From an optimization exercise on the open Yosys and OpenROAD flow, aimed at small area, a short achievable clock period and few clock cycles per item; shortcuts taken in it are not production practice. Where RTL was checked, it was by simulation tests only, not by an equivalence proof against the original. Power figures rest on the tool's default switching activity, not on a simulated workload.

## R
==> flow/design.v <==
`timescale 1ns/100ps
`default_nettype none
module fetch_top (
    input  logic  clk_in,
    input  logic  br_reset,
    input  logic  stall,
    input  logic  redirect_valid,
    input  logic [31:0] redirect_pc,
    output logic  out_valid,
    output logic [31:0] out_ins,
    output logic [31:0] out_pc,
    output logic [31:0] out_pred_pc,
    input  logic  upd_valid,
    input  logic [31:0] upd_pc,
    input  logic  upd_taken,
    output logic  mem_req,
    output logic [31:0] mem_addr,
    input  logic  mem_ack,
    input  logic [31:0] mem_data
);
    localparam logic [6:0] OP_JAL    = 7'b1101111;
    localparam logic [6:0] OP_BRANCH = 7'b1100011;
    logic [1:0]  ctr_q [16];
    logic [31:2] addr_q;      
    logic [31:2] np_q;        
    logic        stale_q;     
    logic        discard;
    logic        deliver;
    assign mem_addr    = {addr_q, 2'b00};
    assign out_pc      = {addr_q, 2'b00};
    assign out_pred_pc = {np_q, 2'b00};
    assign discard = mem_req && mem_ack && (stale_q || redirect_valid);
    assign deliver = mem_req && mem_ack && !stale_q && !redirect_valid && !stall;
    logic        is_jal, is_br, taken;
    logic [18:0] t_lo;
    logic        t_c;
    logic [10:0] hi_inc, hi_dec;
    logic [29:0] seq_pc;
    assign is_jal = (mem_data[6:0] == OP_JAL);
    assign is_br  = (mem_data[6:0] == OP_BRANCH);
    assign taken  = is_jal || (is_br && ctr_q[addr_q[5:2]][1]);
    tgt_add tgt_add_i (.a(addr_q[20:2]), .ins(mem_data), .s(t_lo), .co(t_c));
    incdec #(.N(11)) hi_id (.x(addr_q[31:21]), .inc(hi_inc), .dec(hi_dec));
    logic [18:0] seq_lo;
    logic        seq_c;
    inc #(.N(19)) seq_i (.x(addr_q[20:2]), .y(seq_lo), .co(seq_c));
    assign seq_pc = {seq_c ? hi_inc : addr_q[31:21], seq_lo};
    logic [29:0] np_hold;     
    logic        take;        
    logic [10:0] hi_c1, hi_c0;
    logic [10:0] np_hi_c1, np_hi_c0;
    logic [29:0] np_d;
    always_comb begin
        if (br_reset) begin
            np_hold = '0;
        end else if (redirect_valid) begin
            np_hold = redirect_pc[31:2];
        end else if (deliver) begin
            np_hold = seq_pc;
        end else begin
            np_hold = np_q;
        end
    end
    assign take  = deliver && taken && !br_reset;
    assign hi_c1 = mem_data[31] ? addr_q[31:21] : hi_inc;
    assign hi_c0 = mem_data[31] ? hi_dec : addr_q[31:21];
    assign np_hi_c1 = take ? hi_c1 : np_hold[29:19];
    assign np_hi_c0 = take ? hi_c0 : np_hold[29:19];
    sel2 #(.N(19)) lo_sel (.s(take), .a(t_lo), .b(np_hold[18:0]), .y(np_d[18:0]));
    sel2 #(.N(11)) hi_sel (.s(t_c), .a(np_hi_c1), .b(np_hi_c0), .y(np_d[29:19]));
    always_ff @(posedge clk_in) begin
        if (br_reset) begin
            mem_req   <= 1'b0;
            out_valid <= 1'b0;
            stale_q   <= 1'b0;
        end else begin
            out_valid <= deliver;
            if (!mem_req) begin
                if (!redirect_valid) begin
                    mem_req <= 1'b1;
                    stale_q <= 1'b0;
                end
            end else begin
                if (redirect_valid) begin
                    stale_q <= 1'b1;
                end
                if (discard) begin
                    mem_req <= 1'b0;
                end
                if (deliver) begin
                    mem_req <= 1'b0;
                end
            end
        end
    end
    always_ff @(posedge clk_in) begin
        np_q <= np_d;
    end
    always_ff @(posedge clk_in) begin
        if (!mem_req && !redirect_valid) begin
            addr_q <= np_q;
        end
    end
    always_ff @(posedge clk_in) begin
        out_ins <= mem_data;
    end
    for (genvar i = 0; i < 16; i++) begin : ctr_
        logic [1:0] c;
        logic [1:0] c_next;
        assign c = ctr_q[i];
        assign c_next = upd_taken ? {c[1] | c[0], c[1] | !c[0]}
                                  : {c[1] & c[0], c[1] & !c[0]};
        always_ff @(posedge clk_in) begin
            if (br_reset) begin
                ctr_q[i] <= 2'b01;
            end else if (upd_valid && upd_pc[5:2] == i) begin
                ctr_q[i] <= c_next;
            end
        end
    end
endmodule
module tgt_add (
    input  logic [18:0] a,
    input  logic [31:0] ins,
    output logic [18:0] s,
    output logic        co
);
    logic [18:0] b;
    assign b[18]    = ins[31];
    assign b[17:13] = ins[2] ? ins[19:15] : {5{ins[31]}};
    assign b[12:10] = ins[3] ? ins[14:12] : {3{ins[31]}};
    assign b[9]     = ins[3] ? ins[20] : ins[7];
    assign b[8:3]   = ins[30:25];
    assign b[2:0]   = ins[2] ? ins[24:22] : ins[11:9];
    ks_add #(.N(19)) add_i (.a(a), .b(b), .s(s), .co(co));
endmodule
module ks_add #(
    parameter int N = 8
) (
    input  logic [N-1:0] a,
    input  logic [N-1:0] b,
    output logic [N-1:0] s,
    output logic         co
);
    localparam int L = (N > 16) ? 5 : (N > 8) ? 4 : (N > 4) ? 3 : (N > 2) ? 2 : 1;
    logic [N-1:0] g [L+1];
    logic [N-1:0] p [L+1];
    logic [N-1:0] x;
    assign x    = a ^ b;
    assign g[0] = a & b;
    assign p[0] = x;
    for (genvar l = 0; l < L; l++) begin : lvl
        for (genvar i = 0; i < N; i++) begin : bit_
            if (i >= (1 << l)) begin : comb
                assign g[l+1][i] = g[l][i] | (p[l][i] & g[l][i-(1<<l)]);
                assign p[l+1][i] = p[l][i] & p[l][i-(1<<l)];
            end else begin : pass
                assign g[l+1][i] = g[l][i];
                assign p[l+1][i] = p[l][i];
            end
        end
    end
    assign s  = x ^ {g[L][N-2:0], 1'b0};
    assign co = g[L][N-1];
endmodule
module incdec #(
    parameter int N = 8
) (
    input  logic [N-1:0] x,
    output logic [N-1:0] inc,
    output logic [N-1:0] dec
);
    assign inc = x + 1'b1;
    assign dec = x - 1'b1;
endmodule
module inc #(
    parameter int N = 8
) (
    input  logic [N-1:0] x,
    output logic [N-1:0] y,
    output logic         co
);
    assign {co, y} = {1'b0, x} + 1'b1;
endmodule
module sel2 #(
    parameter int N = 8
) (
    input  logic         s,
    input  logic [N-1:0] a,
    input  logic [N-1:0] b,
    output logic [N-1:0] y
);
    assign y = s ? a : b;
endmodule
`default_nettype wire
export LEC_CHECK = 0
export ABC_AREA = 1
export ABC_CLOCK_PERIOD_IN_PS = 3000
export CAP_MARGIN = 20
export CORE_MARGIN = 8
export CORE_UTILIZATION = 40
export CTS_BUF_LIST = sky130_fd_sc_hd__clkbuf_4 sky130_fd_sc_hd__clkbuf_8
export CTS_CLUSTER_SIZE = 30
export SETUP_SLACK_MARGIN = 3.3
export SLEW_MARGIN = 20
export SYNTH_HIERARCHICAL = 1
export SYNTH_MINIMUM_KEEP_SIZE = 0
create_clock -name core_clock -period 6.0 [get_ports {clk_in}]
standard.sh (not shown) runs the stock make flow with config.mk's settings and CLKGATE_MAP_FILE= SYNTH_SCRIPT=/design/flow/synth_recipe.tcl, a recipe that flattens the netlist after the stock synthesis.
==> flow/flow/run.sh <==
#!/bin/bash
# The standard layout, with the ports buffered by the smallest buffer
# instead of the flow's default pick; repair still resizes them as needed.
set -euo pipefail
export BUFFER_PORTS_ARGS="-buffer_cell sky130_fd_sc_hd__buf_1"
export REMOVE_ABC_BUFFERS=1
bash standard.sh > standard.log 2>&1
Testbench counts of R, summed over its fixed seeds: cycles 51,127, items 14,446.
diff inputs: R => T
==> flow/design.v, changed modules only <==
module fetch_top (
    input  logic  clk_in,
    input  logic  br_reset,
    input  logic  stall,
    input  logic  redirect_valid,
    input  logic [31:0] redirect_pc,
    output logic  out_valid,
    output logic [31:0] out_ins,
    output logic [31:0] out_pc,
    output logic [31:0] out_pred_pc,
    input  logic  upd_valid,
    input  logic [31:0] upd_pc,
    input  logic  upd_taken,
    output logic  mem_req,
    output logic [31:0] mem_addr,
    input  logic  mem_ack,
    input  logic [31:0] mem_data
);
    localparam logic [6:0] OP_JAL    = 7'b1101111;
    localparam logic [6:0] OP_BRANCH = 7'b1100011;
    logic [1:0]  ctr_q [16];
    logic [31:2] addr_q;      
    logic [31:2] np_q;        
    logic        stale_q;     
    logic        discard;
    logic        deliver;
    assign mem_addr    = {addr_q, 2'b00};
    assign out_pc      = {addr_q, 2'b00};
    assign out_pred_pc = {np_q, 2'b00};
    assign discard = mem_req && mem_ack && (stale_q || redirect_valid);
    assign deliver = mem_req && mem_ack && !stale_q && !redirect_valid && !stall;
    logic        is_jal, is_br, taken;
    logic [29:0] tgt_pc;
    logic [10:0] hi_inc;
    logic [29:0] seq_pc;
    logic [18:0] seq_lo;
    logic        seq_c;
    assign is_jal = (mem_data[6:0] == OP_JAL);
    assign is_br  = (mem_data[6:0] == OP_BRANCH);
    assign taken  = is_jal || (is_br && ctr_q[addr_q[5:2]][1]);
    tgt_add tgt_add_i (.a(addr_q[31:2]), .ins(mem_data), .s(tgt_pc));
    inc #(.N(11)) hi_i (.x(addr_q[31:21]), .y(hi_inc), .co());
    inc #(.N(19)) seq_i (.x(addr_q[20:2]), .y(seq_lo), .co(seq_c));
    assign seq_pc = {seq_c ? hi_inc : addr_q[31:21], seq_lo};
    logic [29:0] np_hold;     
    logic        take;        
    logic [29:0] np_d;
    always_comb begin
        if (br_reset) begin
            np_hold = '0;
        end else if (redirect_valid) begin
            np_hold = redirect_pc[31:2];
        end else if (deliver) begin
            np_hold = seq_pc;
        end else begin
            np_hold = np_q;
        end
    end
    assign take = deliver && taken && !br_reset;
    sel2 #(.N(30)) np_sel (.s(take), .a(tgt_pc), .b(np_hold), .y(np_d));
    always_ff @(posedge clk_in) begin
        if (br_reset) begin
            mem_req   <= 1'b0;
            out_valid <= 1'b0;
            stale_q   <= 1'b0;
        end else begin
            out_valid <= deliver;
            if (!mem_req) begin
                if (!redirect_valid) begin
                    mem_req <= 1'b1;
                    stale_q <= 1'b0;
                end
            end else begin
                if (redirect_valid) begin
                    stale_q <= 1'b1;
                end
                if (discard) begin
                    mem_req <= 1'b0;
                end
                if (deliver) begin
                    mem_req <= 1'b0;
                end
            end
        end
    end
    always_ff @(posedge clk_in) begin
        np_q <= np_d;
    end
    always_ff @(posedge clk_in) begin
        if (!mem_req && !redirect_valid) begin
            addr_q <= np_q;
        end
    end
    always_ff @(posedge clk_in) begin
        out_ins <= mem_data;
    end
    for (genvar i = 0; i < 16; i++) begin : ctr_
        logic [1:0] c;
        logic [1:0] c_next;
        assign c = ctr_q[i];
        assign c_next = upd_taken ? {c[1] | c[0], c[1] | !c[0]}
                                  : {c[1] & c[0], c[1] & !c[0]};
        always_ff @(posedge clk_in) begin
            if (br_reset) begin
                ctr_q[i] <= 2'b01;
            end else if (upd_valid && upd_pc[5:2] == i) begin
                ctr_q[i] <= c_next;
            end
        end
    end
endmodule
module tgt_add (
    input  logic [29:0] a,
    input  logic [31:0] ins,
    output logic [29:0] s
);
    logic [29:0] b;
    assign b[29:18] = {12{ins[31]}};
    assign b[17:13] = ins[2] ? ins[19:15] : {5{ins[31]}};
    assign b[12:10] = ins[3] ? ins[14:12] : {3{ins[31]}};
    assign b[9]     = ins[3] ? ins[20] : ins[7];
    assign b[8:3]   = ins[30:25];
    assign b[2:0]   = ins[2] ? ins[24:22] : ins[11:9];
    ks_add #(.N(30)) add_i (.a(a), .b(b), .s(s), .co());
endmodule
// module incdec removed
## What came out
- The flow did not stop early for R: all stages ran, and the layout cleared the timing, design-rule and antenna checks.
- T has completed all stages; timing, DRC and antenna checks passed.
- Against R, via count in T rose by a few percent.
- Count of endpoints failing setup in the final report: R vs T — no meaningful difference
- Looking at buffers plus inverters on the worst setup path, T sits 1 higher than R does.
- Looking at power, T sits above R.
- Compare R and T | clock network power share lower: T
- Compared with R, T shows a lower met3 capacity usage during global routing.
- Between T and R, it is T whose core utilization is higher, by 0.74 points.
- Re sequential cell count: no difference whatsoever between R and T.
Only the layout flow was run in T; the RTL was not checked for function there.

// fetch_top: RTL as listed in full above, without the edits since
==> flow/config.mk <==
export PLATFORM = sky130hd
export DESIGN_NAME = fetch_top
export DESIGN_NICKNAME = fetch_top
export VERILOG_FILES = /design/flow/design.v
export SDC_FILE = /design/flow/constraint.sdc
export NUM_CORES = 4
export LEC_CHECK = 0
export ABC_CLOCK_PERIOD_IN_PS = 3000
export CAP_MARGIN = 20
export CORE_MARGIN = 8
export CORE_UTILIZATION = 40
export CTS_BUF_LIST = sky130_fd_sc_hd__clkbuf_4 sky130_fd_sc_hd__clkbuf_8
export CTS_CLUSTER_SIZE = 30
export SETUP_SLACK_MARGIN = 3.0
export SLEW_MARGIN = 20
export SYNTH_HIERARCHICAL = 1
export SYNTH_MINIMUM_KEEP_SIZE = 0
==> flow/constraint.sdc <==
create_clock -name core_clock -period 6.0 [get_ports {clk_in}]
set_input_delay 1.2000 -clock core_clock [delete_from_list [all_inputs] [get_ports {clk_in}]]
set_output_delay 1.2000 -clock core_clock [all_outputs]
set_load 0.01 [all_outputs]
==> flow/flow/run.sh <==
#!/bin/bash
# The standard layout, with the ports buffered by the smallest buffer
# instead of the flow's default pick; repair still resizes them as needed.
set -euo pipefail
export BUFFER_PORTS_ARGS="-buffer_cell sky130_fd_sc_hd__buf_1"
bash standard.sh > standard.log 2>&1
Testbench counts at the start, summed over its fixed seeds: cycles 51,127, items 14,446.
Next try:
--- a/flow/design.v
+++ b/flow/design.v
@@ -40,21 +40,18 @@
     assign is_br  = (mem_data[6:0] == OP_BRANCH);
     assign taken  = is_jal || (is_br && ctr_q[addr_q[5:2]][1]);
     tgt_add tgt_add_i (.a(addr_q[20:2]), .ins(mem_data), .s(t_lo), .co(t_c));
     incdec #(.N(11)) hi_id (.x(addr_q[31:21]), .inc(hi_inc), .dec(hi_dec));
-    logic [18:0] seq_lo;
-    logic        seq_c;
-    inc #(.N(19)) seq_i (.x(addr_q[20:2]), .y(seq_lo), .co(seq_c));
-    assign seq_pc = {seq_c ? hi_inc : addr_q[31:21], seq_lo};
+    inc #(.N(30)) seq_i (.x(addr_q[31:2]), .y(seq_pc));
     logic [29:0] np_hold;     
     logic        take;        
     logic [10:0] hi_c1, hi_c0;
     logic [10:0] np_hi_c1, np_hi_c0;
     logic [29:0] np_d;
     always_comb begin
         if (br_reset) begin
             np_hold = '0;
-        end else if (redirect_valid) begin
+        end else if (mem_req && redirect_valid) begin
             np_hold = redirect_pc[31:2];
         end else if (deliver) begin
             np_hold = seq_pc;
         end else begin
@@ -75,12 +72,11 @@
             stale_q   <= 1'b0;
         end else begin
             out_valid <= deliver;
             if (!mem_req) begin
-                if (!redirect_valid) begin
-                    mem_req <= 1'b1;
-                    stale_q <= 1'b0;
-                end
+                mem_req <= 1'b1;
+                stale_q <= 1'b0;
+                addr_q  <= redirect_valid ? redirect_pc[31:2] : np_q;
             end else begin
                 if (redirect_valid) begin
                     stale_q <= 1'b1;
                 end
@@ -94,13 +90,8 @@
         end
     end
     always_ff @(posedge clk_in) begin
         np_q <= np_d;
-    end
-    always_ff @(posedge clk_in) begin
-        if (!mem_req && !redirect_valid) begin
-            addr_q <= np_q;
-        end
     end
     always_ff @(posedge clk_in) begin
         out_ins <= mem_data;
     end
@@ -125,14 +116,10 @@
     output logic [18:0] s,
     output logic        co
 );
     logic [18:0] b;
-    assign b[18]    = ins[31];
-    assign b[17:13] = ins[2] ? ins[19:15] : {5{ins[31]}};
-    assign b[12:10] = ins[3] ? ins[14:12] : {3{ins[31]}};
-    assign b[9]     = ins[3] ? ins[20] : ins[7];
-    assign b[8:3]   = ins[30:25];
-    assign b[2:0]   = ins[2] ? ins[24:22] : ins[11:9];
+    assign b = ins[2] ? {ins[31], ins[19:12], ins[20], ins[30:22]}
+                      : {{9{ins[31]}}, ins[7], ins[30:25], ins[11:9]};
     ks_add #(.N(19)) add_i (.a(a), .b(b), .s(s), .co(co));
 endmodule
 module ks_add #(
     parameter int N = 8
@@ -176,12 +163,11 @@
 module inc #(
     parameter int N = 8
 ) (
     input  logic [N-1:0] x,
-    output logic [N-1:0] y,
-    output logic         co
+    output logic [N-1:0] y
 );
-    assign {co, y} = {1'b0, x} + 1'b1;
+    assign y = x + 1'b1;
 endmodule
 module sel2 #(
     parameter int N = 8
 ) (
Result: First-iteration DRC count went up by 6.5%; clock power went up by 11%; hold slack improved by 0.052 ns; wire length went up by 10%; total power went up by 8.3%; non-clock buffer count went up by 8; synthesized area went up by 4.2%; synthesized cell count went up by 12%; final cell count went up by 8.1%; clock skew went down by 0.0031 ns; worst setup slack improved by 0.071 ns; combinational power went up by about 13%; design area went up by about 5%; maximum frequency went up by about 2.3%.
Testbench counts after the change, summed over its fixed seeds: cycles 50,559, items 14,446.

static timing again, ports no longer ideal:
No port has a modelled driver above. Below, the same layouts with a new extraction and two added sets of constraints.
Step 1, drivers: a clkbuf_16 drives clk_in and a buf_2 each remaining input, both assumed.
Step 2, shift: input delay + t, output delay - t, t = (earliest + latest rising clock arrival at the registers) / 2. This alone moves slack from input paths to output paths.
Slacks: ideal ports / drivers / drivers and shift; pairs: ideal ports / drivers.
run	t, ns	setup WS [ns]	worst hold slack (ns)	cell pins on the clock port's net
R	0.487	3.386 / 3.385 / 2.898	0.460 / 0.460 / 0.460	1
T	0.494	3.381 / 3.361 / 2.867	0.459 / 0.459 / 0.459	1
the first run of note 2	0.477	2.883 / 2.876 / 2.399	0.456 / 0.456 / 0.456	1
the second run of note 2	0.494	2.954 / 2.900 / 2.406	0.508 / 0.508 / 0.508	1
After both steps every run listed still meets setup and hold. The setup slack of the second run of note 2, which loses most, moves by -0.054 ns with the drivers and by -0.548 ns with both steps.
